Source: an optimization exercise on an open RTL-to-GDS flow (aim: small area, a short achievable clock period and few clock cycles). Production flows keep margins and buffers that such runs may drop.
At most, simulation tests tie the RTL to the original design; equivalence was not proved.
Only the layout flow was run in runs 4 to 6; the RTL was not checked for function there.
No activity file was given, so power comes from the tool's default toggle rates.

`flow/config.mk`:
```
export PLATFORM = sky130hd
export DESIGN_NAME = axiToAhbBridge
export DESIGN_NICKNAME = axiToAhbBridge
export VERILOG_FILES = /design/flow/design.v
export SDC_FILE = /design/flow/constraint.sdc
export NUM_CORES = 4
export LEC_CHECK = 0
export CAP_MARGIN = 20
export CORE_MARGIN = 2
export CORE_UTILIZATION = 55
export PLACE_DENSITY = 0.7
export SETUP_SLACK_MARGIN = 2.4
export SLEW_MARGIN = 20
export SYNTH_HIERARCHICAL = 1
export SYNTH_MINIMUM_KEEP_SIZE = 0
```
`flow/constraint.sdc`:
```
create_clock -name core_clock -period 5.5 [get_ports {ACLK}]
set_input_delay 1.1000 -clock core_clock [delete_from_list [all_inputs] [get_ports {ACLK}]]
set_output_delay 1.1000 -clock core_clock [all_outputs]
set_load 0.01 [all_outputs]
```
`flow/design.v`:
```
`default_nettype none
package axiAhbPkg;
    localparam int AddrWidth    = 32;
    localparam int DataWidth    = 32;
    localparam int IdWidth      = 4;
    localparam int MaxBeats     = 16;
    localparam int BeatIdxWidth = 4;
    typedef enum logic [1:0]
    {
        OKAY   = 2'd0,
        SLVERR = 2'd2
    } axiResp_e;
    typedef enum logic [1:0]
    {
        IDLE   = 2'd0,
        NONSEQ = 2'd2
    } ahbTrans_e;
    typedef enum logic [2:0]
    {
        BYTE = 3'd0,
        HALF = 3'd1,
        WORD = 3'd2
    } axiSize_e;
    typedef struct packed
    {
        logic [IdWidth-1:0]      id;
        logic [AddrWidth-1:0]    addr;
        logic [BeatIdxWidth-1:0] len;
        axiSize_e                size;
    } burstReq_t;
    typedef struct packed
    {
        logic [DataWidth-1:0] data;
        logic                 err;
    } readBeat_t;
endpackage
`default_nettype wire
`timescale 1ns/1ps
`default_nettype none
module bridgeNand2 (
    input  wire  a,
    input  wire  b,
    output logic y
);
    assign y = !(a && b);
endmodule
module bridgeNand3 (
    input  wire  a,
    input  wire  b,
    input  wire  c,
    output logic y
);
    assign y = !(a && b && c);
endmodule
module bridgeAnd2 (
    input  wire  a,
    input  wire  b,
    output logic y
);
    assign y = a && b;
endmodule
module bridgeAo21 (
    input  wire  a,
    input  wire  b0,
    input  wire  b1,
    output logic y
);
    assign y = a || (b0 && b1);
endmodule
module bridgeAo3 (
    input  wire  a0,
    input  wire  a1,
    input  wire  b0,
    input  wire  b1,
    input  wire  b2,
    input  wire  c0,
    input  wire  c1,
    output logic y
);
    logic na;
    logic nb;
    logic nc;
    bridgeNand2 uNa (.a(a0), .b(a1), .y(na));
    bridgeNand3 uNb (.a(b0), .b(b1), .c(b2), .y(nb));
    bridgeNand2 uNc (.a(c0), .b(c1), .y(nc));
    bridgeNand3 uY  (.a(na), .b(nb), .c(nc), .y(y));
endmodule
module bridgeSel3 #(
    parameter int Width = 1
) (
    input  wire  [Width-1:0] d0,
    input  wire  [Width-1:0] d1,
    input  wire  [Width-1:0] d2,
    input  wire              s0,
    input  wire              s1,
    input  wire              s2,
    output logic [Width-1:0] y
);
    for (genvar i = 0; i < Width; i++)
    begin : gBit
        logic n0;
        logic n1;
        logic n2;
        bridgeNand2 uN0 (.a(s0), .b(d0[i]), .y(n0));
        bridgeNand2 uN1 (.a(s1), .b(d1[i]), .y(n1));
        bridgeNand2 uN2 (.a(s2), .b(d2[i]), .y(n2));
        bridgeNand3 uY  (.a(n0), .b(n1), .c(n2), .y(y[i]));
    end
endmodule
`default_nettype wire
`timescale 1ns/1ps
`default_nettype none
module axiToAhbBridge (
    input  wire         ACLK,
    input  wire         rst,
    input  wire         awValid,
    output logic        awReady,
    input  wire  [3:0]  awId,
    input  wire  [31:0] awAddr,
    input  wire  [3:0]  awLen,
    input  wire  [2:0]  awSize,
    input  wire         wValid,
    output logic        wReady,
    input  wire  [31:0] wData,
    input  wire         wLast,
    output logic        bValid,
    input  wire         bReady,
    output logic [3:0]  bId,
    output logic [1:0]  bResp,
    input  wire         arValid,
    output logic        arReady,
    input  wire  [3:0]  arId,
    input  wire  [31:0] arAddr,
    input  wire  [3:0]  arLen,
    input  wire  [2:0]  arSize,
    output logic        rValid,
    input  wire         rReady,
    output logic [3:0]  rId,
    output logic [31:0] rData,
    output logic [1:0]  rResp,
    output logic        rLast,
    output logic [31:0] hAddr,
    output logic        hWrite,
    output logic [2:0]  hSize,
    output logic [1:0]  hTrans,
    output logic [31:0] hWData,
    input  wire  [31:0] hRData,
    input  wire         hReady,
    input  wire         hResp
);
    logic [31:0] addr;       
    logic [3:0]  cnt;        
    logic [1:0]  size;
    logic [3:0]  id;
    logic        wr;         
    logic        err;        
    logic [31:0] data;       
    logic        idle;       
    logic        wsel;       
    logic        busy;       
    logic        rSel;       
    logic        wDpL;       
    logic        wIss;       
    logic        rIss;       
    logic        ap;         
    logic        dp;         
    logic        rp;         
    logic        wA;         
    logic        rA;         
    logic        rDp;        
    logic        rRp;        
    logic        wRp;        
    logic        ldW;
    logic        ldR;
    logic [31:0] cAddr;
    logic [1:0]  cSize;
    logic [3:0]  cCnt;
    logic        issue;
    logic        accept;
    logic        dpDone;
    logic        respValid;
    logic        respReady;
    logic        apN;
    logic        dpN;
    logic        rpN;
    logic        wrN;
    assign wA   = ap && wr;
    assign rA   = ap && !wr;
    assign rDp  = dp && !wr;
    assign rRp  = rp && !wr;
    assign wRp  = rp && wr;
    assign arReady = idle;
    assign awReady = wsel;
    assign ldR     = arValid && idle;
    assign ldW     = wsel;
    bridgeSel3 #(.Width(32)) uSelAddr (.d0(arAddr), .d1(awAddr), .d2(addr), .s0(idle), .s1(wsel), .s2(busy), .y(cAddr));
    bridgeSel3 #(.Width(2)) uSelSize (.d0(arSize[1:0]), .d1(awSize[1:0]), .d2(size), .s0(idle), .s1(wsel), .s2(busy), .y(cSize));
    assign cCnt  = ({4{idle}} & arLen) | ({4{wsel}} & awLen) | ({4{busy}} & cnt);
    assign issue  = (wIss && wValid) || (rIss && hReady && rReady) || ldR;
    assign accept = issue && hReady;
    assign dpDone = dp && hReady;
    logic hTransNs;
    bridgeAo3 uHTrans (.a0(wIss), .a1(wValid), .b0(rIss), .b1(hReady), .b2(rReady), .c0(idle), .c1(arValid), .y(hTransNs));
    assign hTrans = {hTransNs, 1'b0};
    assign hAddr  = cAddr;
    assign hWrite = wsel || (!idle && wr);
    assign hSize  = {1'b0, cSize};
    assign hWData = data;
    logic wrTake;
    assign wrTake = wIss && hReady;
    bridgeAnd2 uWReady (.a(wIss), .b(hReady), .y(wReady));
    logic bVal;
    assign bVal = wRp || (wDpL && hReady);
    bridgeAo21 uBValid (.a(wRp), .b0(wDpL), .b1(hReady), .y(bValid));
    assign bId    = id;
    assign bResp  = {err || (dp && hResp), 1'b0};
    logic rVal;
    assign rVal = rRp || (rDp && hReady);
    bridgeAo21 uRValid (.a(rRp), .b0(rDp), .b1(hReady), .y(rValid));
    assign rId    = id;
    assign rData  = rSel ? data : hRData;
    assign rResp  = {rp ? err : hResp, 1'b0};
    assign rLast  = !ap;
    logic [11:0] incAddr;
    logic [3:0]  decCnt;
    logic [2:0] incLow;
    assign incLow  = {1'b0, cAddr[1:0]} + {1'b0, cSize == 2'd1, cSize == 2'd0};
    assign incAddr = {cAddr[11:2] + {9'd0, incLow[2] || (cSize == 2'd2)}, incLow[1:0]};
    assign decCnt  = cCnt - 4'd1;
    assign respValid = bVal || rVal;
    assign respReady = wr ? bReady : rReady;
    assign wrN = wsel || (!idle && wr);
    assign apN = (ap || ldR || wsel) && !(accept && (cCnt == 4'd0));
    assign dpN = accept || (dp && !hReady);
    assign rpN = respValid && !respReady;
    always_ff @(posedge ACLK)
    begin
        if (rst)
        begin
            idle <= 1'b1;
            wsel <= 1'b0;
            busy <= 1'b0;
            rSel <= 1'b0;
            wDpL <= 1'b0;
            wIss <= 1'b0;
            rIss <= 1'b0;
            ap   <= 1'b0;
            dp   <= 1'b0;
            rp   <= 1'b0;
        end
        else
        begin
            idle <= !(apN || dpN || rpN) && !(idle && awValid && !arValid);
            wsel <= idle && awValid && !arValid;
            busy <= apN || dpN || rpN;
            rSel <= rpN || wrN;
            wDpL <= dpN && wrN && !apN;
            wIss <= (apN && wrN) || (idle && awValid && !arValid);
            rIss <= apN && !wrN;
            ap   <= apN;
            dp   <= dpN;
            rp   <= rpN;
        end
    end
    always_ff @(posedge ACLK)
    begin
        data <= wrTake ? wData : rData;
    end
    always_ff @(posedge ACLK)
    begin
        addr[31:12] <= cAddr[31:12];
        addr[11:0]  <= accept ? incAddr : cAddr[11:0];
        cnt         <= accept ? decCnt : cCnt;
        size        <= cSize;
        wr <= wrN;
        if (idle || wsel)
            id <= wsel ? awId : arId;
        err <= !(idle || wsel) && (wr ? bResp[1] : rResp[1]);
    end
endmodule
`default_nettype wire
```
`flow/flow/run.sh`:
```
#!/bin/bash
set -euo pipefail
export BUFFER_PORTS_ARGS="-buffer_cell sky130_fd_sc_hd__buf_1"
export CTS_ARGS="-sink_clustering_enable -repair_clock_nets -dont_use_dummy_load -buf_list sky130_fd_sc_hd__clkbuf_8 -root_buf sky130_fd_sc_hd__clkbuf_8"
if ! bash standard.sh finish > make_finish.log 2>&1; then
  tail -50 make_finish.log
  exit 1
fi
```
`flow/standard.sh`:
```
#!/bin/bash
# synth_recipe.tcl (not shown) runs the flow's synth.tcl, then flattens the netlist and writes it again
# the make line also repeats each setting of config.mk as NAME=value (left out here)
make -C /OpenROAD-flow-scripts/flow DESIGN_CONFIG=/design/flow/config.mk WORK_HOME=/design/flow/orfs CLKGATE_MAP_FILE= SYNTH_SCRIPT=/design/flow/synth_recipe.tcl "${@:-finish}"
```
==> results by group, run 1 <==
Finish
  • Antenna fix cells: 0
  • NumNets Final: 845
  • P&R area growth vs syn: 30.8%
  • Layout cells sized above 1: 0.126

Yosys
  • Post-synthesis cell type count: 37
  • Largest area contributor in the netlist: dfxtp_1
  • Sequential area share after synthesis: 0.456
  • Async set-or-reset flop fraction in the synthesized netlist: 0
  • Synth area leaders: dfxtp_1 43%, mux2_2 19%, nand2_1 12%, nand3_1 5.2%, edfxtp_1 3.1%
  • Avg Cell Area, Syn: 9.44 um^2
  • Synthesized area: 3860 um^2
  • Top cells by count, synth: 119 x nand2_1, 82 x dfxtp_1, 64 x mux2_2
  • Share of the synthesized area in the top cell type: 0.425
  • Cell with the most instances after synthesis: nand2_1
  • Mapped Cells: 409
  • EDFF count, synth: 4
  • Ys Warns: 7
  • Synth Flop Type: dfxtp_1
  • FF+latch count, synth: 86

Timing
  • Max Freq: 337 MHz
  • Fin crit period: 2970 ps
  • Final setup vio count: 0
  • RSZ-0062 raised after global routing: false
  • Fin crit share: 0.540
  • TNS Setup: 0 ps
  • Slew Viols, Final: 0
  • Layout Skew: 19.7 ps
  • Slew headroom: 0.458
  • Hold Vio Cnt, Final: 0
  • Tightest Pin Transition: 811 ps

Hold path
  • Hold Crit Endpoint: addr[26]
  • Min-Delay Startpoint: addr[26]
  • Hold path cells: 2
  • Min-Delay Path Class: reg -> reg

CTS
  • Post-CTS Hold Fix Bufs: 0
  • Clk slew on worst S/H paths: 80 ps
  • H-tree Lvls: 3
  • Total CTS buffers: 9
  • # clock sinks: 86
  • TritonCTS clock tree: done
  • CTS max path bufs: 2
  • Clock latency (worst-skew pair): 340 ps
  • Root Buffer: clkbuf_8

Setup path
  • WP depth: 4
  • Reg2Reg Launch Point: idle
  • Reg-to-reg slack, setup: 2810 ps
  • CP Launch Type: input pin
  • CP cell instances: buf_1, nand3_1, nand3_1, buf_1
  • Critical path's slowest cell: buf_1
  • CP max stage delay: 360 ps
  • RR Endpoint: addr[6]
  • Worst path bufs/invs: 2
  • FF-to-FF path depth: 11
  • CP delay by family, top: buffers and inverters
  • Worst EP required: 4400 ps
  • Critical path endpoint category: primary output
  • Critical path class: in -> out
  • Max FO, Critical Path: 12
  • WP data arrival: 1870 ps

Power and ir drop
  • NetSw: 458 uW
  • Peak VDD IR: 0.000163 V
  • Internal: 1030 uW
  • Total design power: 1490 uW
  • Pwr dens: 294 nW/um^2
  • Clock power frac: 0.223
  • Leakage power: 0.00203 uW
  • Sequential Power Share: 0.510
  • Sw frac: 0.308
  • Logic pwr share: 0.267

Global routing
  • Vias in the first global route: 3532
  • Global Route Usage Sum: 0.285
  • Gr ovfl total: 0
  • First-pass GRT wire length: 16900 um
  • Antenna violations before repair: 0
  • Largest net degree at the start of global routing: 33

Routing
  • Detailed Routing Iterations Pass 1: 5
  • Vias/cell: 5.04
  • Routed wire length: 11400 um
  • Via count: 3897
  • DRT iter0 DRCs: 125
  • Post-DRT Antenna Nets: 0
  • WL/cell: 14.8 um
  • DRC errors left: 0

Placed design
  • Gpl congestion: 0.827
  • Port Buffers: 272
  • Detailed Place HPWL: 9000 um

Floorplan
  • Full die area: 7710 um^2
  • Die Span X: 87.8 um
  • I/O pin cnt: 280
  • Die height: 87.8 um
  • Starting density of the core: 0.569
  • Num rows: 30
  • Core footprint: 6790 um^2

Job
  • Max-cap viol count: 0

Outcome
  • Status: no timing/DRC/antenna violations
[layer usage]
metal / share of wire / GRT usage / vias up
li1: - / - / 1922
met1: 0.39 / 0.338 / 1782
met2: 0.51 / 0.490 / 167
met3: 0.075 / 0.0716 / 26
met4: 0.027 / 0.120 / 0
met5: 0 / 0 / -
[power by group through the flow]
stage | combinational, uW | clock, uW | sequential, uW
after floorplan | 233 | 0 | 780
after global placement | 386 | 0 | 767
after detailed placement | 395 | 0 | 769
after CTS | 397 | 343 | 757
after global routing | 439 | 371 | 766
final | 397 | 332 | 757
[flip-flops by register name, indices dropped and copies added (netlist names), 2 cells and up]
name and count:
addr 32, cnt 4, data 32, id 4, size 2
[cells in the final DEF, fill, tap and decap left out, types with 2 or more instances in the layout]
master and instances:
xnor2_1 8, nand4_1 4, nand3_1 40, buf_1 272
a21oi_1 4, mux2_1 5, a222oi_1 5, mux2i_1 3
xor2_1 3, mux2_2 64, ha_1 5, conb_1 4
edfxtp_1 4, and2_1 4, dfxtp_1 79, dfxtp_2 3
and3_1 4, a21o_1 5, inv_1 4, clkbuf_8 9
or2_2 2, nor2b_1 3, nor2_1 8, buf_4 5
nand2_1 119
[per-module statistics from Yosys, one instance, submodules excluded, a selection]
module / flops+latches / copies in the design / cell area, um^2
bridgeAo21: 0 / 2 / 7.51
axiToAhbBridge: 86 / 1 / 3270
bridgeAnd2: 0 / 1 / 6.26
bridgeNand2: 0 / 104 / 3.75
bridgeNand3: 0 / 36 / 5.00
[worst max path at each step]
stage / from / endpoint / slack (ps)
2_1_floorplan: arSize[1] / addr[7] / 2640
3_3_place_gp: awSize[1] / addr[11] / 2400
3_5_place_dp: arSize[1] / addr[11] / 2350
4_1_cts: idle / hAddr[4] / 2510
5_1_grt: hReady / hTrans[1] / 2440
6_report: hReady / hTrans[1] / 2530
[cell type report]
cell class | count | area [um^2]
multi-input cells | 301 | 1970
flip-flops and latches | 86 | 1770
fillers | 576 | 1740
repair buffers | 277 | 1060
clock buffers | 9 | 124
well taps | 96 | 120
inverters | 4 | 15.0
[worst register-to-register path, stage by stage, from the launching register on]
cell	delay, ps
dfxtp_2	480
buf_4	370
nand2_1	100
nand3_1	190
nor2_1	70
ha_1	190
fa_1	350
a21o_1	160
ha_1	200
ha_1	240
nand4_1	130
xnor2_1	130
[what timing repair did]
item / 4_1_cts / 5_1_grt
hold endpoints to repair: 0 / 0
gates resized for setup: 2 / 2
setup endpoints to repair: 5 / 4
setup buffers: 0 / 0
[metrics by stage]
stage | hold WS [ps] | utilization | cells | cell area, um^2 | worst slack [ps]
2_1_floorplan | 500 | - | 412 | 3870 | 2640
3_3_place_gp | 448 | 0.724 | 764 | 4920 | 2400
3_5_place_dp | 452 | 0.724 | 764 | 4920 | 2350
4_1_cts | 471 | 0.743 | 773 | 5050 | 2510
5_1_grt | 494 | 0.744 | 773 | 5050 | 2440
6_report | 472 | 0.744 | 773 | 5050 | 2530
[kinds of logic (layout without fill, tap and decap cells)]
| logic type | count (synthesis) | count (layout) | synth area share |
|---|---|---|---|
| other | 1 | 4 | 0.000971 |
| multiplexers | 72 | 72 | 0.209 |
| AND/OR/NAND/NOR | 190 | 190 | 0.213 |
| buffers and inverters | 25 | 290 | 0.0382 |
| AO/OA/AOI/OAI | 18 | 18 | 0.0360 |
| adder cells (fa/ha/maj) | 6 | 6 | 0.0214 |
| flip-flops | 86 | 86 | 0.456 |
| XOR/XNOR | 11 | 11 | 0.0249 |
Testbench counts, summed over its fixed seeds: cycles 19,428.
==> run 2: changes to the inputs <==
--- a/flow/config.mk
+++ b/flow/config.mk
@@ -9,7 +9,7 @@
 export CORE_MARGIN = 2
 export CORE_UTILIZATION = 55
 export PLACE_DENSITY = 0.7
-export SETUP_SLACK_MARGIN = 2.4
+export SETUP_SLACK_MARGIN = 2.72
 export SLEW_MARGIN = 20
 export SYNTH_HIERARCHICAL = 1
 export SYNTH_MINIMUM_KEEP_SIZE = 0
==> run 2 against run 1 <==
Still clean on timing, DRC and antenna. Critical path depth is the same. Total power grew 0.53%. Combinational power grew 1%. Via count grew 0.80%. Final cell count grew 0.13%. Synthesized cell count is the same. Design area grew 0.69%. Worst setup slack gained 250 ps. Register-to-register slack gained 260 ps. Global-route usage shrank 1.3 points. Largest cell class unchanged.
==> results by group, run 2 <==
CTS
  • CTS max path bufs: 2
  • H-tree Lvls: 3
  • TritonCTS clock tree: done
  • Clock latency (worst-skew pair): 350 ps
  • Clk slew on worst S/H paths: 70 ps
  • # clock sinks: 86
  • Root Buffer: clkbuf_8
  • Post-CTS Hold Fix Bufs: 0
  • Total CTS buffers: 9

Finish
  • Most frequent cells in the layout: 270 x buf_1, 119 x nand2_1, 80 x dfxtp_1, 64 x mux2_2, 37 x nand3_1
  • Final non-filler cell total: 774
  • Antenna fix cells: 0
  • NumNets Final: 846
  • Largest regs: addr (32), data (32)
  • Fillers: 522
  • P&R area growth vs syn: 31.7%
  • Most common cell after layout, fill and taps aside: buf_1
  • Layout cells sized above 1: 0.133
  • Finished Core Util: 0.749

Yosys
  • Post-synthesis cell type count: 37
  • Compound-Gate Fraction of Synth Area: 0.0360
  • Async set-or-reset flop fraction in the synthesized netlist: 0
  • Cell with the most instances after synthesis: nand2_1
  • Mapped Cells: 409
  • Main combinational cell family by area after synthesis: simple AND/OR/NAND/NOR gates
  • Largest area contributor in the netlist: dfxtp_1
  • Ys Warns: 7
  • Simple-Gate Fraction of Synth Area: 0.213
  • Top cells by count, synth: 119 x nand2_1, 82 x dfxtp_1, 64 x mux2_2
  • Synth Flop Type: dfxtp_1
  • FF+latch count, synth: 86
  • Post-synthesis adder-cell area fraction: 0.0214
  • EDFF count, synth: 4
  • Sequential area share after synthesis: 0.456
  • Synthesized area: 3860 um^2
  • Share of the synthesized area in the top cell type: 0.425
  • Synth area leaders: dfxtp_1 43%, mux2_2 19%, nand2_1 12%, nand3_1 5.2%, edfxtp_1 3.1%
  • Synth Area in XOR/XNOR: 0.0249
  • Multiplexer share of the synthesized area: 0.209
  • Avg Cell Area, Syn: 9.44 um^2

Job
  • Max-cap viol count: 0

Routing
  • Post-DRT Antenna Nets: 0
  • Detailed Routing Iterations Pass 1: 6
  • Vias/cell: 5.07
  • Via count: 3928
  • WL/cell: 14.6 um
  • Routed wire length: 11300 um
  • DRC errors left: 0
  • DRT iter0 DRCs: 121

Floorplan
  • Full die area: 7710 um^2
  • Die Span X: 87.8 um
  • Starting density of the core: 0.569
  • Num rows: 30
  • Die height: 87.8 um
  • I/O pin cnt: 280
  • Core footprint: 6790 um^2

Power and ir drop
  • NetSw: 464 uW
  • Sequential Power Share: 0.504
  • Pwr dens: 294 nW/um^2
  • Leakage power: 0.00206 uW
  • Peak VDD IR: 0.000206 V
  • Logic pwr share: 0.269
  • Sw frac: 0.310
  • Internal: 1030 uW
  • Clock power frac: 0.226

Global routing
  • Gr ovfl total: 0
  • Antenna violations before repair: 0
  • Global Route Usage Sum: 0.272
  • Largest net degree at the start of global routing: 39
  • Vias in the first global route: 3480
  • First-pass GRT wire length: 16400 um

Setup path
  • WP depth: 4
  • Worst path bufs/invs: 2
  • Critical path's slowest cell: buf_1
  • CP Launch Type: input pin
  • Worst EP required: 4400 ps
  • WP data arrival: 1620 ps
  • CP max stage delay: 220 ps
  • Max FO, Critical Path: 3
  • Critical path endpoint category: primary output
  • CP delay by family, top: buffers and inverters
  • Critical path class: in -> out
  • Most common cell on crit path: buf_1
  • FF-to-FF path depth: 11
  • CP cell instances: buf_1, nand2_1, nand3_1, buf_1

Timing
  • Hold Vio Cnt, Final: 0
  • Max Freq: 368 MHz
  • Layout Skew: 17.7 ps
  • Fin crit period: 2720 ps
  • Slew headroom: 0.434
  • RSZ-0062 raised after global routing: false
  • Final worst slack: 2780 ps
  • Tightest Pin Transition: 848 ps
  • TNS Setup: 0 ps
  • Final setup vio count: 0
  • Fin crit share: 0.494
  • Slew Viols, Final: 0

Placed design
  • Gpl congestion: 0.792
  • Port Buffers: 272
  • Inst Count DP: 764
  • Detailed Place HPWL: 8890 um
  • Dpl ws: 2350 ps

Hold path
  • Hold path cells: 2
  • Min-Delay Path Class: reg -> reg

Outcome
  • Status: no timing/DRC/antenna violations
## run 2: per-stage QoR
step | power, uW | hold WS (ps) | area, um^2
after floorplan | 1010 | 486 | 3890
after global placement | 1160 | 446 | 4930
after global routing | 1580 | 482 | 5090
final | 1490 | 470 | 5090
after CTS | 1500 | 470 | 5070
after detailed placement | 1170 | 452 | 4930
## run 2: kinds of logic after synthesis
family,Yosys count
buffers and inverters,25
muxes,72
other,1
and+or+nand+nor,190
AOI/OAI and AO/OA,18
DFF,86
adders and majority gates,6
xor gates and xnor gates,11
## run 2: area by class of cell
cell class	count	area [um^2]	area share
inverters	4	15.0	0.00295
well taps	96	120	0.0236
multi-input cells	301	1980	0.390
repair buffers	278	1070	0.211
clock buffers	9	124	0.0243
flip-flops and latches	86	1770	0.348
## run 2: path summary, 6_finish.rpt
| kind | start | endpoint | slack, ps |
|---|---|---|---|
| min reg2reg | addr[21] | addr[21] | 470 |
| max | arAddr[7] | hAddr[7] | 2780 |
| min | addr[21] | addr[21] | 470 |
| max reg2reg | idle | addr[8] | 3070 |
## run 2: timing repair
action / in CTS / in global routing
setup buffers: 0 / 1
endpoints found under the setup margin: 50 / 5
resized for setup: 5 / 3
hold endpoints to repair: 0 / 0
## run 2: worst reg2reg max path: cells and delay by family, from the launching register on
kind	cells	cell delay (ps)
adders and majority gates	4	980
DFF	1	500
and+or+nand+nor	4	360
buffers and inverters	1	240
AOI/OAI and AO/OA	1	170
xor gates and xnor gates	1	120
## run 2: metal layers
layer | global-route usage | wire (um)
met1 | 0.325 | 4540
met2 | 0.477 | 5680
met3 | 0.0613 | 805
met4 | 0.103 | 250
met5 | 0 | 0
## run 2: per-module statistics from Yosys, one instance, submodules excluded, a selection
module,cells inside,flip-flops and latches,area (um^2)
axiToAhbBridge,266,86,3270
bridgeAnd2,1,0,6.26
bridgeAo21,1,0,7.51
bridgeNand2,1,0,3.75
bridgeNand3,1,0,5.00
## run 2: power groups by stage
stage / Clock, uW / Combinational, uW / Sequential [uW]
floorplan: 0 / 234 / 780
global placement: 0 / 388 / 768
detailed placement: 0 / 396 / 770
CTS: 343 / 398 / 756
global route: 367 / 447 / 761
finish: 338 / 402 / 753
==> run 3: changes to the inputs <==
--- a/flow/config.mk
+++ b/flow/config.mk
@@ -9,7 +9,7 @@
 export CORE_MARGIN = 2
 export CORE_UTILIZATION = 55
 export PLACE_DENSITY = 0.7
-export SETUP_SLACK_MARGIN = 2.72
+export SETUP_SLACK_MARGIN = 2.65
 export SLEW_MARGIN = 20
 export SYNTH_HIERARCHICAL = 1
 export SYNTH_MINIMUM_KEEP_SIZE = 0
==> run 3 against run 2 <==
Area after synthesis unchanged. Die area unchanged. Worst hold slack got worse by 1.6 ps. Critical path type unchanged. Still clean. Fmax decreased by 1.0%. Via count decreased by 2.5%.
==> results by group, run 3 <==
Routing
  • Detailed Routing Iterations Pass 1: 4
  • Via count: 3831
  • Routed wire length: 11500 um
  • DRC errors left: 0
  • Vias/cell: 4.96
  • DRT iter0 DRCs: 181
  • Post-DRT Antenna Nets: 0
  • WL/cell: 14.9 um

Floorplan
  • Die height: 87.8 um
  • Full die area: 7710 um^2
  • Num rows: 30
  • Core footprint: 6790 um^2
  • Die Span X: 87.8 um
  • I/O pin cnt: 280
  • Starting density of the core: 0.569

Outcome
  • Status: no timing/DRC/antenna violations

Power and ir drop
  • Leakage power: 0.00204 uW
  • Pwr dens: 295 nW/um^2
  • Peak VDD IR: 0.000193 V
  • Sw frac: 0.311
  • Internal: 1030 uW
  • Logic pwr share: 0.270
  • NetSw: 465 uW
  • Sequential Power Share: 0.504
  • Clock power frac: 0.227

Timing
  • Fin crit share: 0.499
  • Layout Skew: 27.3 ps
  • RSZ-0062 raised after global routing: false
  • Slew Viols, Final: 0
  • Fin crit period: 2750 ps
  • Tightest Pin Transition: 804 ps
  • Max Freq: 364 MHz
  • Hold Vio Cnt, Final: 0
  • TNS Setup: 0 ps
  • Final setup vio count: 0
  • Slew headroom: 0.463

Setup path
  • Max FO, Critical Path: 12
  • WP data arrival: 1650 ps
  • Critical path endpoint category: primary output
  • CP Launch Type: input pin
  • Critical path class: in -> out
  • CP cell instances: buf_2, nand3_1, nand3_1, buf_1
  • Worst EP required: 4400 ps
  • Critical path's slowest cell: buf_2
  • CP max stage delay: 190 ps
  • Most common cell on crit path: nand3_1

Yosys
  • Synth Area in XOR/XNOR: 0.0249
  • Cell with the most instances after synthesis: nand2_1
  • Mapped Cells: 409
  • Synth area leaders: dfxtp_1 43%, mux2_2 19%, nand2_1 12%, nand3_1 5.2%, edfxtp_1 3.1%
  • Share of the synthesized area in the top cell type: 0.425
  • Avg Cell Area, Syn: 9.44 um^2
  • EDFF count, synth: 4
  • FF+latch count, synth: 86
  • Sequential area share after synthesis: 0.456
  • Compound-Gate Fraction of Synth Area: 0.0360
  • Post-synthesis cell type count: 37
  • Post-synthesis adder-cell area fraction: 0.0214
  • Ys Warns: 7
  • Largest area contributor in the netlist: dfxtp_1
  • Simple-Gate Fraction of Synth Area: 0.213
  • Async set-or-reset flop fraction in the synthesized netlist: 0
  • Top cells by count, synth: 119 x nand2_1, 82 x dfxtp_1, 64 x mux2_2
  • Multiplexer share of the synthesized area: 0.209
  • Synth Flop Type: dfxtp_1
  • Synthesized area: 3860 um^2
  • Main combinational cell family by area after synthesis: simple AND/OR/NAND/NOR gates

CTS
  • # clock sinks: 86
  • Clock latency (worst-skew pair): 350 ps
  • CTS max path bufs: 2
  • H-tree Lvls: 3
  • Root Buffer: clkbuf_8
  • Post-CTS setup buffers: 0
  • TritonCTS clock tree: done
  • Total CTS buffers: 9
  • Clk slew on worst S/H paths: 70 ps

Global routing
  • Vias in the first global route: 3593
  • Antenna violations before repair: 0
  • Largest net degree at the start of global routing: 39
  • Global Route Usage Sum: 0.290
  • First-pass GRT wire length: 17300 um
  • Gr ovfl total: 0

Finish
  • P&R area growth vs syn: 31.1%
  • Final instance area: 5060 um^2
  • Most frequent cells in the layout: 271 x buf_1, 119 x nand2_1, 80 x dfxtp_1, 64 x mux2_2, 40 x nand3_1
  • Antenna fix cells: 0
  • NumNets Final: 845
  • Largest regs: addr (32), data (32)
  • Most common cell after layout, fill and taps aside: buf_1
  • Layout cells sized above 1: 0.126

Placed design
  • Gpl congestion: 0.811
  • Detailed Place HPWL: 9050 um
  • Port Buffers: 272
  • Post-Place Cell Area: 4920 um^2

Job
  • Max-cap viol count: 0

Hold path
  • Min-Delay Path Class: reg -> reg
run 3: cell counts after synthesis:
No cell type changed its count.
run 3: area by class of cell:
cell class	instances	area [um^2]
Inverter	4	15.0
Multi-Input combinational cell	301	1970
Fill cell	556	1730
Timing Repair Buffer	277	1070
Tap cell	96	120
Clock buffer	9	124
Sequential cell	86	1770
run 3: logic make-up (layout without fill, tap and decap cells):
logic type,Yosys count,after routing
AND/OR/NAND/NOR,190,190
flip-flops,86,86
multiplexers,72,72
buffers and inverters,25,290
AO/OA/AOI/OAI,18,18
XOR/XNOR,11,11
adder cells (fa/ha/maj),6,6
other,1,4
run 3: what timing repair did:
item                                    CTS  global route
resized for setup                         4             3
hold buffers                              0             0
endpoints found under the setup margin   43            18
run 3: routing by layer:
metal / global-route usage / routed length, um / vias to the layer above
li1: - / - / 1921
met1: 0.329 / 4420 / 1744
met2: 0.517 / 6020 / 149
met3: 0.0895 / 851 / 17
met4: 0.0993 / 235 / 0
met5: 0 / 0 / -
run 3: per-stage QoR:
step	hold slack [ps]	worst slack, ps	util	std cells	total power, uW
floorplan	500	2700	-	412	1010
global placement	446	2550	0.725	764	1150
detailed placement	452	2540	0.725	764	1170
CTS	469	2640	0.744	773	1500
global route	488	2680	0.745	773	1580
finish	468	2750	0.745	773	1490
run 3: path summary, 6_finish.rpt:
path	from	to	slack, ps	cells after the start
setup / recovery	hReady	hTrans[1]	2750	4
hold / removal	addr[29]	addr[29]	470	2
setup reg to reg	wsel	addr[8]	2970	11
hold reg to reg	addr[29]	addr[29]	470	2
run 3: critical path, delay by kind of cell:
kind          cells  cell delay [ps]
buf+inv           2              370
simple gates      2              170
run 3: power by group through the flow:
| stage | sequential, uW | combinational [uW] | clock [uW] |
|---|---|---|---|
| global route | 760 | 450 | 372 |
| CTS | 752 | 404 | 348 |
| floorplan | 780 | 233 | 0 |
| detailed placement | 765 | 400 | 0 |
| global placement | 762 | 391 | 0 |
| finish | 752 | 403 | 338 |
run 3: modules after synthesis (local to each module, per instance), a selection:
module / cells inside / times used
bridgeNand2: 1 / 104
bridgeAnd2: 1 / 1
axiToAhbBridge: 266 / 1
bridgeAo21: 1 / 2
bridgeNand3: 1 / 36
==> run 4: changes to the inputs <==
--- a/flow/design.v
+++ b/flow/design.v
@@ -105,6 +105,24 @@
         bridgeNand2 uN1 (.a(s1), .b(d1[i]), .y(n1));
         bridgeNand2 uN2 (.a(s2), .b(d2[i]), .y(n2));
         bridgeNand3 uY  (.a(n0), .b(n1), .c(n2), .y(y[i]));
+    end
+endmodule
+module bridgeSel2 #(
+    parameter int Width = 1
+) (
+    input  wire  [Width-1:0] d0,
+    input  wire  [Width-1:0] d1,
+    input  wire              s0,
+    input  wire              s1,
+    output logic [Width-1:0] y
+);
+    for (genvar i = 0; i < Width; i++)
+    begin : gBit
+        logic n0;
+        logic n1;
+        bridgeNand2 uN0 (.a(s0), .b(d0[i]), .y(n0));
+        bridgeNand2 uN1 (.a(s1), .b(d1[i]), .y(n1));
+        bridgeNand2 uY  (.a(n0), .b(n1), .y(y[i]));
     end
 endmodule
 `default_nettype wire
@@ -159,6 +177,7 @@
     logic        wsel;       
     logic        busy;       
     logic        rSel;       
+    logic        rSelN;      
     logic        wDpL;       
     logic        wIss;       
     logic        rIss;       
@@ -218,7 +237,7 @@
     assign rVal = rRp || (rDp && hReady);
     bridgeAo21 uRValid (.a(rRp), .b0(rDp), .b1(hReady), .y(rValid));
     assign rId    = id;
-    assign rData  = rSel ? data : hRData;
+    bridgeSel2 #(.Width(32)) uSelRData (.d0(data), .d1(hRData), .s0(rSel), .s1(rSelN), .y(rData));
     assign rResp  = {rp ? err : hResp, 1'b0};
     assign rLast  = !ap;
     logic [11:0] incAddr;
@@ -241,6 +260,7 @@
             wsel <= 1'b0;
             busy <= 1'b0;
             rSel <= 1'b0;
+            rSelN <= 1'b1;
             wDpL <= 1'b0;
             wIss <= 1'b0;
             rIss <= 1'b0;
@@ -254,6 +274,7 @@
             wsel <= idle && awValid && !arValid;
             busy <= apN || dpN || rpN;
             rSel <= rpN || wrN;
+            rSelN <= !(rpN || wrN);
             wDpL <= dpN && wrN && !apN;
             wIss <= (apN && wrN) || (idle && awValid && !arValid);
             rIss <= apN && !wrN;
==> run 4 against run 3 <==
Clock skew increased by 5.3 ps. Sequential share of layout area increased by 0.18 points. First-iteration DRC count increased by 12%. Die area increased by 0.28%. Utilization increased by 0.57 points. Final cell count increased by 8.9%. Critical path type unchanged. Fmax increased by 0.19%. Still clean. Highest routed layer is now met5.
==> results by group, run 4 <==
Outcome
  • Status: no timing/DRC/antenna violations

Setup path
  • CP Launch Type: input pin
  • Worst EP required: 4400 ps
  • Most common cell on crit path: nand3_1
  • CP cell instances: buf_2, nand3_1, nand3_1, buf_1
  • Critical path's slowest cell: buf_2
  • CP delay by family, top: buffers and inverters
  • CP max stage delay: 220 ps
  • Critical path class: in -> out
  • Worst path bufs/invs: 2
  • Critical path endpoint category: primary output
  • WP data arrival: 1640 ps
  • Max FO, Critical Path: 12

Timing
  • RSZ-0062 raised after global routing: false
  • Final worst slack: 2760 ps
  • Slew Viols, Final: 0
  • TNS Setup: 0 ps
  • Hold Vio Cnt, Final: 0
  • Slew headroom: 0.455
  • Tightest Pin Transition: 817 ps
  • Layout Skew: 32.6 ps
  • Fin crit share: 0.498
  • Final setup vio count: 0
  • Max Freq: 365 MHz
  • Hold_ws: 465 ps
  • Fin crit period: 2740 ps

Floorplan
  • Num rows: 30
  • I/O pin cnt: 280
  • Starting density of the core: 0.570
  • Full die area: 7730 um^2
  • Die height: 87.9 um
  • Core footprint: 6790 um^2
  • Die Span X: 87.9 um

Yosys
  • Cell with the most instances after synthesis: nand2_1
  • Avg Cell Area, Syn: 8.22 um^2
  • Synth area leaders: dfxtp_1 43%, nand2_1 21%, mux2_2 11%, nand3_1 5.2%, edfxtp_1 3.1%
  • Ys Warns: 7
  • Async set-or-reset flop fraction in the synthesized netlist: 0
  • FF+latch count, synth: 87
  • Post-synthesis cell type count: 35
  • Mapped Cells: 471
  • Share of the synthesized area in the top cell type: 0.429
  • Top cells by count, synth: 215 x nand2_1, 83 x dfxtp_1, 40 x nand3_1
  • Largest area contributor in the netlist: dfxtp_1
  • Sequential area share after synthesis: 0.460
  • EDFF count, synth: 4
  • Synth Flop Type: dfxtp_1
  • Synthesized area: 3870 um^2

Finish
  • Layout cells sized above 1: 0.0808
  • Most common cell after layout, fill and taps aside: buf_1
  • P&R area growth vs syn: 31.8%
  • NumNets Final: 911
  • Final non-filler cell total: 842
  • Largest regs: addr (32), data (32)
  • Most frequent cells in the layout: 271 x buf_1, 215 x nand2_1, 79 x dfxtp_1, 40 x nand3_1, 37 x mux2_2
  • Finished Core Util: 0.751

Global routing
  • Largest net degree at the start of global routing: 39
  • Antenna violations before repair: 8
  • Gr ovfl total: 0
  • Global Route Usage Sum: 0.311
  • Vias in the first global route: 3683
  • First-pass GRT wire length: 18100 um

Power and ir drop
  • Internal: 1030 uW
  • Sequential Power Share: 0.508
  • Sw frac: 0.321
  • Clock power frac: 0.224
  • Logic pwr share: 0.268
  • Peak VDD IR: 0.000150 V
  • Leakage power: 0.00221 uW
  • Pwr dens: 298 nW/um^2
  • NetSw: 489 uW

Routing
  • DRT iter0 DRCs: 203
  • Vias/cell: 4.98
  • DRC errors left: 0
  • Routed wire length: 12600 um
  • Via count: 4194
  • Detailed Routing Iterations Pass 1: 6
  • Post-DRT Antenna Nets: 0
  • WL/cell: 14.9 um

Placed design
  • Port Buffers: 272
  • Dpl ws: 2420 ps
  • Inst Count DP: 829
  • Detailed Place HPWL: 9700 um
  • Gpl congestion: 0.869

CTS
  • Total CTS buffers: 9
  • Clk slew on worst S/H paths: 60 ps
  • H-tree Lvls: 3
  • Root Buffer: clkbuf_8
  • CTS max path bufs: 2
  • # clock sinks: 87
  • Clock latency (worst-skew pair): 360 ps
  • TritonCTS clock tree: done
  • Post-CTS Hold Fix Bufs: 0

Hold path
  • Min-Delay Path Class: reg -> reg

Job
  • Max-cap viol count: 0
-- run 4: kinds of logic (layout without fill, tap and decap cells) --
family / count (synthesis) / in the layout / synth area share
AOI/OAI and AO/OA: 18 / 18 / 0.0365
xor gates and xnor gates: 11 / 11 / 0.0249
adders and majority gates: 6 / 6 / 0.0213
buffers and inverters: 22 / 291 / 0.0352
DFF: 87 / 87 / 0.460
muxes: 40 / 40 / 0.115
other: 1 / 7 / 0.000968
and+or+nand+nor: 286 / 286 / 0.306
-- run 4: routing by layer --
layer,vias up,share of wire,GRT usage
met5,-,0.0052,0
met4,10,0.024,0.117
met3,35,0.12,0.149
met2,190,0.47,0.498
met1,1863,0.38,0.362
li1,2096,-,-
-- run 4: final timing paths --
| kind | start | to | slack, ps | cells past startpoint |
|---|---|---|---|---|
| max | hReady | hTrans[1] | 2760 | 4 |
| min | addr[14] | addr[14] | 460 | 2 |
| max reg2reg | idle | addr[10] | 3030 | 11 |
| min reg2reg | addr[14] | addr[14] | 460 | 2 |
-- run 4: area by class of cell --
cell class | count | area [um^2]
tap | 96 | 120
inverter | 5 | 18.8
multi-input combinational | 365 | 1970
fill | 571 | 1690
sequential | 87 | 1790
antenna | 3 | 7.51
clock buffer | 9 | 124
timing repair buffer | 277 | 1070
-- run 4: through the flow --
stage	total power, uW	cell area (um^2)
after floorplan	1030	3890
after global placement	1180	4940
after detailed placement	1190	4940
after CTS	1520	5080
after global routing	1610	5100
final	1520	5100
-- run 4: modules after synthesis, one instance, submodules excluded, excerpt --
module	flip-flops and latches	cell area, um^2	cells inside
bridgeNand2	0	3.75	1
bridgeNand3	0	5.00	1
axiToAhbBridge	87	2920	232
bridgeAo21	0	7.51	1
bridgeAnd2	0	6.26	1
-- run 4: power groups by stage --
stage	Combinational, uW	Sequential (uW)	Clock [uW]
finish	407	773	341
global placement	392	786	0
CTS	403	775	346
global route	453	782	377
floorplan	228	799	0
detailed placement	400	788	0
-- run 4: tightest hold or removal path, delay by kind of cell, from the launching register on --
family | cells | cell delay, ps
flops | 1 | 300
simple gates | 2 | 130
-- run 4: timing repair --
action,4_1_cts,5_1_grt
endpoints found under the setup margin,81,1
setup buffers,0,1
gates resized for setup,7,1
==> run 5: changes to the inputs <==
--- a/flow/design.v
+++ b/flow/design.v
@@ -85,6 +85,29 @@
     bridgeNand2 uNc (.a(c0), .b(c1), .y(nc));
     bridgeNand3 uY  (.a(na), .b(nb), .c(nc), .y(y));
 endmodule
+module bridgeAo4 (
+    input  wire  a0,
+    input  wire  a1,
+    input  wire  b0,
+    input  wire  b1,
+    input  wire  b2,
+    input  wire  c0,
+    input  wire  c1,
+    input  wire  d0,
+    input  wire  d1,
+    input  wire  d2,
+    output logic y
+);
+    logic na;
+    logic nb;
+    logic nc;
+    logic nd;
+    bridgeNand2 uNa (.a(a0), .b(a1), .y(na));
+    bridgeNand3 uNb (.a(b0), .b(b1), .c(b2), .y(nb));
+    bridgeNand2 uNc (.a(c0), .b(c1), .y(nc));
+    bridgeNand3 uNd (.a(d0), .b(d1), .c(d2), .y(nd));
+    assign y = !(na && nb && nc && nd);
+endmodule
 module bridgeSel3 #(
     parameter int Width = 1
 ) (
@@ -107,24 +130,6 @@
         bridgeNand3 uY  (.a(n0), .b(n1), .c(n2), .y(y[i]));
     end
 endmodule
-module bridgeSel2 #(
-    parameter int Width = 1
-) (
-    input  wire  [Width-1:0] d0,
-    input  wire  [Width-1:0] d1,
-    input  wire              s0,
-    input  wire              s1,
-    output logic [Width-1:0] y
-);
-    for (genvar i = 0; i < Width; i++)
-    begin : gBit
-        logic n0;
-        logic n1;
-        bridgeNand2 uN0 (.a(s0), .b(d0[i]), .y(n0));
-        bridgeNand2 uN1 (.a(s1), .b(d1[i]), .y(n1));
-        bridgeNand2 uY  (.a(n0), .b(n1), .y(y[i]));
-    end
-endmodule
 `default_nettype wire
 `timescale 1ns/1ps
 `default_nettype none
@@ -177,10 +182,13 @@
     logic        wsel;       
     logic        busy;       
     logic        rSel;       
-    logic        rSelN;      
     logic        wDpL;       
     logic        wIss;       
     logic        rIss;       
+    logic        lastW;      
+    logic        idleLW;     
+    logic        idleLR;     
+    logic        wselN;
     logic        ap;         
     logic        dp;         
     logic        rp;         
@@ -208,9 +216,12 @@
     assign rDp  = dp && !wr;
     assign rRp  = rp && !wr;
     assign wRp  = rp && wr;
-    assign arReady = idle;
+    assign idleLW  = idle && lastW;
+    assign idleLR  = idle && !lastW;
+    assign arReady = idleLW || (idleLR && !awValid);
     assign awReady = wsel;
-    assign ldR     = arValid && idle;
+    assign ldR     = arValid && arReady;
+    assign wselN   = awValid && (idleLR || (idleLW && !arValid));
     assign ldW     = wsel;
     bridgeSel3 #(.Width(32)) uSelAddr (.d0(arAddr), .d1(awAddr), .d2(addr), .s0(idle), .s1(wsel), .s2(busy), .y(cAddr));
     bridgeSel3 #(.Width(2)) uSelSize (.d0(arSize[1:0]), .d1(awSize[1:0]), .d2(size), .s0(idle), .s1(wsel), .s2(busy), .y(cSize));
@@ -219,7 +230,8 @@
     assign accept = issue && hReady;
     assign dpDone = dp && hReady;
     logic hTransNs;
-    bridgeAo3 uHTrans (.a0(wIss), .a1(wValid), .b0(rIss), .b1(hReady), .b2(rReady), .c0(idle), .c1(arValid), .y(hTransNs));
+    bridgeAo4 uHTrans (.a0(wIss), .a1(wValid), .b0(rIss), .b1(hReady), .b2(rReady), .c0(idleLW), .c1(arValid),
+                       .d0(idleLR), .d1(arValid), .d2(!awValid), .y(hTransNs));
     assign hTrans = {hTransNs, 1'b0};
     assign hAddr  = cAddr;
     assign hWrite = wsel || (!idle && wr);
@@ -237,7 +249,7 @@
     assign rVal = rRp || (rDp && hReady);
     bridgeAo21 uRValid (.a(rRp), .b0(rDp), .b1(hReady), .y(rValid));
     assign rId    = id;
-    bridgeSel2 #(.Width(32)) uSelRData (.d0(data), .d1(hRData), .s0(rSel), .s1(rSelN), .y(rData));
+    assign rData  = rSel ? data : hRData;
     assign rResp  = {rp ? err : hResp, 1'b0};
     assign rLast  = !ap;
     logic [11:0] incAddr;
@@ -260,23 +272,24 @@
             wsel <= 1'b0;
             busy <= 1'b0;
             rSel <= 1'b0;
-            rSelN <= 1'b1;
             wDpL <= 1'b0;
             wIss <= 1'b0;
             rIss <= 1'b0;
             ap   <= 1'b0;
             dp   <= 1'b0;
             rp   <= 1'b0;
+            lastW <= 1'b0;
         end
         else
         begin
-            idle <= !(apN || dpN || rpN) && !(idle && awValid && !arValid);
-            wsel <= idle && awValid && !arValid;
+            idle <= !(apN || dpN || rpN) && !wselN;
+            wsel <= wselN;
+            if (ldR || wselN)
+                lastW <= wselN;
             busy <= apN || dpN || rpN;
             rSel <= rpN || wrN;
-            rSelN <= !(rpN || wrN);
             wDpL <= dpN && wrN && !apN;
-            wIss <= (apN && wrN) || (idle && awValid && !arValid);
+            wIss <= (apN && wrN) || wselN;
             rIss <= apN && !wrN;
             ap   <= apN;
             dp   <= dpN;
==> run 5 against run 4 <==
Routed wire length decreased by 6.0%. Worst hold slack about the same. Total power increased by 26%. Utilization increased by 0.33 points. Critical endpoint is now hWrite.
==> results by group, run 5 <==
Routing
  • Top sig layer: met5
  • DR WL met3: 1110 um
  • DRC errors left: 0
  • Routed wire length: 11800 um
  • Post-DRT Antenna Nets: 0
  • DRT iter0 DRCs: 146
  • WL/cell: 15.2 um
  • Detailed Routing Iterations Pass 1: 4
  • Vias/cell: 5.06
  • Met2 Wirelength: 5880 um
  • Via count: 3944
  • WL met1: 4480 um

Power and ir drop
  • Sw frac: 0.360
  • Internal: 1220 uW
  • Peak VDD IR: 0.000225 V
  • Leakage power: 0.00207 uW
  • Sequential Power Share: 0.450
  • Logic pwr share: 0.372
  • Clock power frac: 0.178
  • NetSw: 688 uW
  • Pwr dens: 369 nW/um^2

Yosys
  • Synthesized area: 3950 um^2
  • Share of the synthesized area in the top cell type: 0.421
  • Sequential area share after synthesis: 0.451
  • Async set-or-reset flop fraction in the synthesized netlist: 0
  • Top cells by count, synth: 109 x nand2_1, 83 x dfxtp_1, 42 x nand3_1
  • FF+latch count, synth: 87
  • Ys Warns: 7
  • Synth Flop Type: dfxtp_1
  • Avg Cell Area, Syn: 9.60 um^2
  • Cell with the most instances after synthesis: nand2_1
  • EDFF count, synth: 4
  • Largest area contributor in the netlist: dfxtp_1
  • Synth area leaders: dfxtp_1 42%, mux2_1 11%, nand2_1 10%, mux2_2 9.4%, nand3_1 5.3%
  • Mapped Cells: 411
  • Post-synthesis cell type count: 43

Hold path
  • Min-Delay Path Class: reg -> reg

Timing
  • Hold Vio Cnt, Final: 0
  • Slew Viols, Final: 0
  • Hold_ws: 465 ps
  • Tightest Pin Transition: 605 ps
  • RSZ-0062 raised after global routing: true
  • Final setup vio count: 0
  • TNS Setup: 0 ps
  • Max Freq: 358 MHz
  • Fin crit share: 0.507
  • Slew headroom: 0.597
  • Layout Skew: 24.8 ps
  • Fin crit period: 2790 ps

Setup path
  • CP max stage delay: 430 ps
  • Critical path class: reg -> out
  • CP cell instances: buf_8, inv_2, a21oi_1, inv_1, buf_1
  • Critical path's slowest cell: dfxtp_1
  • Worst path bufs/invs: 4
  • Max FO, Critical Path: 42
  • CP Launch Type: register
  • WP data arrival: 1690 ps
  • Worst EP required: 4400 ps
  • Critical path endpoint category: primary output
  • CP delay by family, top: buffers and inverters

Placed design
  • Port Buffers: 272
  • Inst Count DP: 767
  • Post-Place Cell Area: 5030 um^2
  • Detailed Place HPWL: 9370 um
  • Gpl congestion: 0.926

Finish
  • Final non-filler cell total: 779
  • Most frequent cells in the layout: 270 x buf_1, 109 x nand2_1, 82 x dfxtp_1, 40 x mux2_1, 39 x nand3_1
  • Multi-input gate area: 2050 um^2
  • Reg area: 1790 um^2
  • Final instance area: 5180 um^2
  • NumNets Final: 848
  • Most common cell after layout, fill and taps aside: buf_1
  • P&R area growth vs syn: 31.3%
  • Largest regs: addr (32), data (32)
  • Fillers: 576
  • Layout cells sized above 1: 0.0853

Floorplan
  • Core footprint: 6870 um^2
  • I/O pin cnt: 280
  • Die height: 88.7 um
  • Num rows: 30
  • Die Span X: 88.7 um
  • Starting density of the core: 0.575
  • Full die area: 7870 um^2

CTS
  • Clk slew on worst S/H paths: 60 ps
  • # clock sinks: 87
  • Total CTS buffers: 9
  • Clock latency (worst-skew pair): 350 ps
  • TritonCTS clock tree: done
  • CTS max path bufs: 2
  • Post-CTS Hold Fix Bufs: 0
  • Root Buffer: clkbuf_8
  • Post-CTS setup buffers: 0
  • H-tree Lvls: 3

Global routing
  • Largest net degree at the start of global routing: 43
  • First-pass GRT wire length: 17600 um
  • Antenna violations before repair: 5
  • Global Route Usage Sum: 0.293
  • Gr ovfl total: 0
  • Vias in the first global route: 3667

Outcome
  • Status: no timing/DRC/antenna violations

Job
  • Max-cap viol count: 0
==> run 5: worst paths after layout <==
kind / start / slack, ps / depth (start not counted) / end
min: addr[21] / 460 / 2 / addr[21]
max: idle / 2710 / 5 / hWrite
min reg2reg: addr[21] / 460 / 2 / addr[21]
max reg2reg: wsel / 2870 / 12 / addr[10]
==> run 5: power by group through the flow <==
stage,logic (uW),clock network [uW],registers [uW]
floorplan,421,0,908
global placement,691,0,867
detailed placement,709,0,872
CTS,712,349,860
global route,791,371,878
finish,711,341,860
==> run 5: cell type report <==
cell class	instances	area share
antenna	3	0.00145
clock buffer	9	0.0239
sequential	87	0.345
multi-input combinational	301	0.396
timing repair buffer	277	0.207
inverter	6	0.00435
tap	96	0.0232
==> run 5: worst reg2reg max path, cell delays in order, from the launching register on <==
cell and delay [ps]:
dfxtp_4 500, buf_4 330, nand2_1 110, nand3_2 110, nor2_1 50, ha_1 180
fa_1 360, a21o_1 170, ha_2 180, ha_2 190, and4_1 190, nand3_1 100
xnor2_1 120
==> run 5: Yosys stat by module (local to each module, per instance), excerpt <==
module,area [um^2],flops+latches,copies in the design,cells
bridgeAo21,7.51,0,2,1
bridgeAnd2,6.26,0,1,1
bridgeNand2,3.75,0,104,1
bridgeNand3,5.00,0,36,1
axiToAhbBridge,3350,87,1,267
bridgeAo4,6.26,0,1,1
==> run 5: logic make-up after synthesis <==
| group | synth area share |
|---|---|
| AOI/OAI and AO/OA | 0.0460 |
| xor gates and xnor gates | 0.0244 |
| adders and majority gates | 0.0209 |
| buffers and inverters | 0.0368 |
| DFF | 0.451 |
| muxes | 0.216 |
| other | 0.000950 |
| and+or+nand+nor | 0.204 |
==> run 5: what timing repair did <==
| item | CTS | global route |
|---|---|---|
| endpoints found under the setup margin | 28 | 4 |
| gates resized for setup | 4 | 4 |
| pin swaps | 0 | 0 |
| gates cloned | 0 | 0 |
==> run 5: per-stage QoR <==
stage | setup WS (ps) | util | power [uW]
after CTS | 2650 | 0.752 | 1920
after floorplan | 2670 | - | 1330
after global routing | 2580 | 0.753 | 2040
final | 2710 | 0.754 | 1910
after global placement | 2330 | 0.733 | 1560
after detailed placement | 2330 | 0.733 | 1580
==> run 5: layer usage <==
metal	up-vias	track usage
met2	165	0.495
met4	4	0.136
met3	26	0.103
met1	1795	0.330
met5	-	0
li1	1954	-
==> run 6: changes to the inputs <==
--- a/flow/config.mk
+++ b/flow/config.mk
@@ -9,7 +9,7 @@
 export CORE_MARGIN = 2
 export CORE_UTILIZATION = 55
 export PLACE_DENSITY = 0.7
-export SETUP_SLACK_MARGIN = 2.65
+export SETUP_SLACK_MARGIN = 2.72
 export SLEW_MARGIN = 20
 export SYNTH_HIERARCHICAL = 1
 export SYNTH_MINIMUM_KEEP_SIZE = 0
==> run 6 against run 5 <==
Still clean. Global-route usage is 0.12 points higher. Critical endpoint is now rData[31]. Final cell count is 0.26% higher. Worst hold slack better by 7.0 ps. Critical path depth is 2 lower.
==> results by group, run 6 <==
Outcome
  • Status: no timing/DRC/antenna violations

Yosys
  • Top cells by count, synth: 109 x nand2_1, 83 x dfxtp_1, 42 x nand3_1
  • Cell with the most instances after synthesis: nand2_1
  • Ys Warns: 7
  • Synth Flop Type: dfxtp_1
  • Synth area leaders: dfxtp_1 42%, mux2_1 11%, nand2_1 10%, mux2_2 9.4%, nand3_1 5.3%
  • Share of the synthesized area in the top cell type: 0.421
  • Post-synthesis cell type count: 43
  • Avg Cell Area, Syn: 9.60 um^2
  • EDFF count, synth: 4
  • Synthesized area: 3950 um^2
  • Largest area contributor in the netlist: dfxtp_1
  • Sequential area share after synthesis: 0.451
  • FF+latch count, synth: 87
  • Async set-or-reset flop fraction in the synthesized netlist: 0
  • Mapped Cells: 411

Floorplan
  • I/O pin cnt: 280
  • Full die area: 7870 um^2
  • Die height: 88.7 um
  • Die Span X: 88.7 um
  • Starting density of the core: 0.575
  • Num rows: 30
  • Core footprint: 6870 um^2

Routing
  • Routed wire length: 12500 um
  • DRC errors left: 0
  • Detailed Routing Iterations Pass 1: 6
  • DRT iter0 DRCs: 166
  • Post-DRT Antenna Nets: 0
  • Vias/cell: 5.19
  • Via count: 4057
  • WL/cell: 16.1 um

Timing
  • Hold Vio Cnt, Final: 0
  • Fin crit share: 0.500
  • Slew headroom: 0.594
  • TNS Setup: 0 ps
  • Tightest Pin Transition: 609 ps
  • Final setup vio count: 0
  • Max Freq: 364 MHz
  • Fin crit period: 2750 ps
  • Layout Skew: 27.2 ps
  • Slew Viols, Final: 0
  • RSZ-0062 raised after global routing: true

Finish
  • Layout cells sized above 1: 0.104
  • Most common cell after layout, fill and taps aside: buf_1
  • Final instance area: 5270 um^2
  • Fillers: 560
  • P&R area growth vs syn: 33.6%
  • Most frequent cells in the layout: 267 x buf_1, 106 x nand2_1, 80 x dfxtp_1, 39 x mux2_1, 37 x nand3_1
  • NumNets Final: 848
  • Finished Core Util: 0.768
  • Largest regs: addr (32), data (32)

Setup path
  • Critical path class: in -> out
  • Max FO, Critical Path: 2
  • WP data arrival: 1650 ps
  • Critical path endpoint category: primary output
  • Worst EP required: 4400 ps
  • CP Launch Type: input pin

Placed design
  • Port Buffers: 272
  • Post-Place Cell Area: 5070 um^2
  • Gpl congestion: 0.893
  • Detailed Place HPWL: 9700 um

CTS
  • H-tree Lvls: 3
  • TritonCTS clock tree: done
  • CTS max path bufs: 2
  • Total CTS buffers: 9
  • Clk slew on worst S/H paths: 50 ps
  • Root Buffer: clkbuf_8
  • # clock sinks: 87
  • Clock latency (worst-skew pair): 350 ps

Power and ir drop
  • Peak VDD IR: 0.000219 V
  • Leakage power: 0.00211 uW
  • Pwr dens: 369 nW/um^2

Global routing
  • Antenna violations before repair: 8
  • First-pass GRT wire length: 17400 um
  • Global Route Usage Sum: 0.294
  • Largest net degree at the start of global routing: 47
  • Gr ovfl total: 0
  • Vias in the first global route: 3682

Job
  • Max-cap viol count: 0

Hold path
  • Min-Delay Path Class: reg -> reg
run 6: final cells by class:
class                      instances  area, um^2  share of cell area
multi-input combinational        301        2100               0.398
antenna                            5        12.5             0.00237
inverter                           6        22.5             0.00427
tap                               96         120              0.0228
timing repair buffer             277        1100               0.209
clock buffer                       9         124              0.0235
sequential                        87        1790               0.340
run 6: metrics by stage:
step | power, uW | hold slack [ps] | cells | worst slack (ps)
3_5_place_dp | 1600 | 453 | 766 | 2340
4_1_cts | 1940 | 473 | 775 | 2730
3_3_place_gp | 1570 | 449 | 766 | 2330
6_report | 1950 | 472 | 781 | 2750
2_1_floorplan | 1340 | 486 | 414 | 2730
5_1_grt | 2060 | 494 | 778 | 2690
run 6: worst max-delay path, stage by stage:
cell and delay [ps]:
buf_1 80, mux2_1 300, buf_1 160
run 6: path summary, 6_finish.rpt:
kind | startpoint | endpoint | slack (ps) | depth (start not counted)
setup / recovery | hRData[31] | rData[31] | 2750 | 3
hold reg to reg | addr[27] | addr[27] | 470 | 2
hold / removal | addr[27] | addr[27] | 470 | 2
setup reg to reg | busy | addr[10] | 2950 | 12
run 6: power breakdown:
group / leakage [uW] / internal [uW] / switching (uW)
clock: 0.0000647 / 147 / 191
sequential: 0.000739 / 797 / 80.1
combinational: 0.00131 / 294 / 435
run 6: logic make-up after synthesis:
| group | Yosys count | share of synthesized area |
|---|---|---|
| buf+inv | 26 | 0.0368 |
| fa+ha+maj | 6 | 0.0209 |
| xor+xnor | 11 | 0.0244 |
| other cells | 1 | 0.000950 |
| mux | 76 | 0.216 |
| flops | 87 | 0.451 |
| simple gates | 183 | 0.204 |
| compound gates | 21 | 0.0460 |
run 6: routing by layer:
| layer | wire [um] | vias up | GRT usage |
|---|---|---|---|
| met1 | 4680 | 1875 | 0.301 |
| li1 | - | 1969 | - |
| met3 | 1260 | 34 | 0.127 |
| met2 | 6230 | 171 | 0.520 |
| met4 | 325 | 8 | 0.127 |
| met5 | 57 | - | 0 |
run 6: repair_timing:
item / in CTS / in global routing
endpoints found under the setup margin: 69 / 36
buffers inserted: 0 / 1
gates resized for setup: 8 / 8
hold buffers: 0 / 0
run 6: modules after synthesis (local to each module, per instance), excerpt:
module          cells inside  area, um^2
axiToAhbBridge           267        3350
bridgeAo21                 1        7.51
bridgeAnd2                 1        6.26
bridgeAo4                  1        6.26
bridgeNand3                1        5.00
bridgeNand2                1        3.75

## re-timing with driven ports
In the flow no input, the clock included, has a driving cell. The finished layouts below were timed again as built, in two steps.
Step 1 assumes that a clkbuf_16 drives the clock port and a buf_2 every other input.
Step 2, shift: input delay + t, output delay - t, t = (earliest + latest rising clock arrival at the registers) / 2. This alone moves slack from input paths to output paths.
a / b / c = ideal / step 1 / step 2; a / b = the first two.
run | shift t [ns] | slack for setup (ns) | latest minus earliest clock arrival (ns) | cell pins on the clock port's net
run 1 | 0.356 | 2.529 / 2.500 / 2.500 | 0.020 / 0.021 | 1
run 2 | 0.368 | 2.782 / 2.737 / 2.598 | 0.018 / 0.018 | 1
run 3 | 0.371 | 2.755 / 2.721 / 2.535 | 0.027 / 0.028 | 1
run 4 | 0.373 | 2.760 / 2.738 / 2.590 | 0.033 / 0.032 | 1
run 5 | 0.365 | 2.710 / 2.678 / 2.553 | 0.025 / 0.026 | 1
run 6 | 0.365 | 2.752 / 2.718 / 2.542 | 0.029 / 0.029 | 1
After both steps every run listed still meets setup and hold. The setup slack of run 3, which loses most, moves by -0.034 ns with the drivers and by -0.220 ns with both steps.
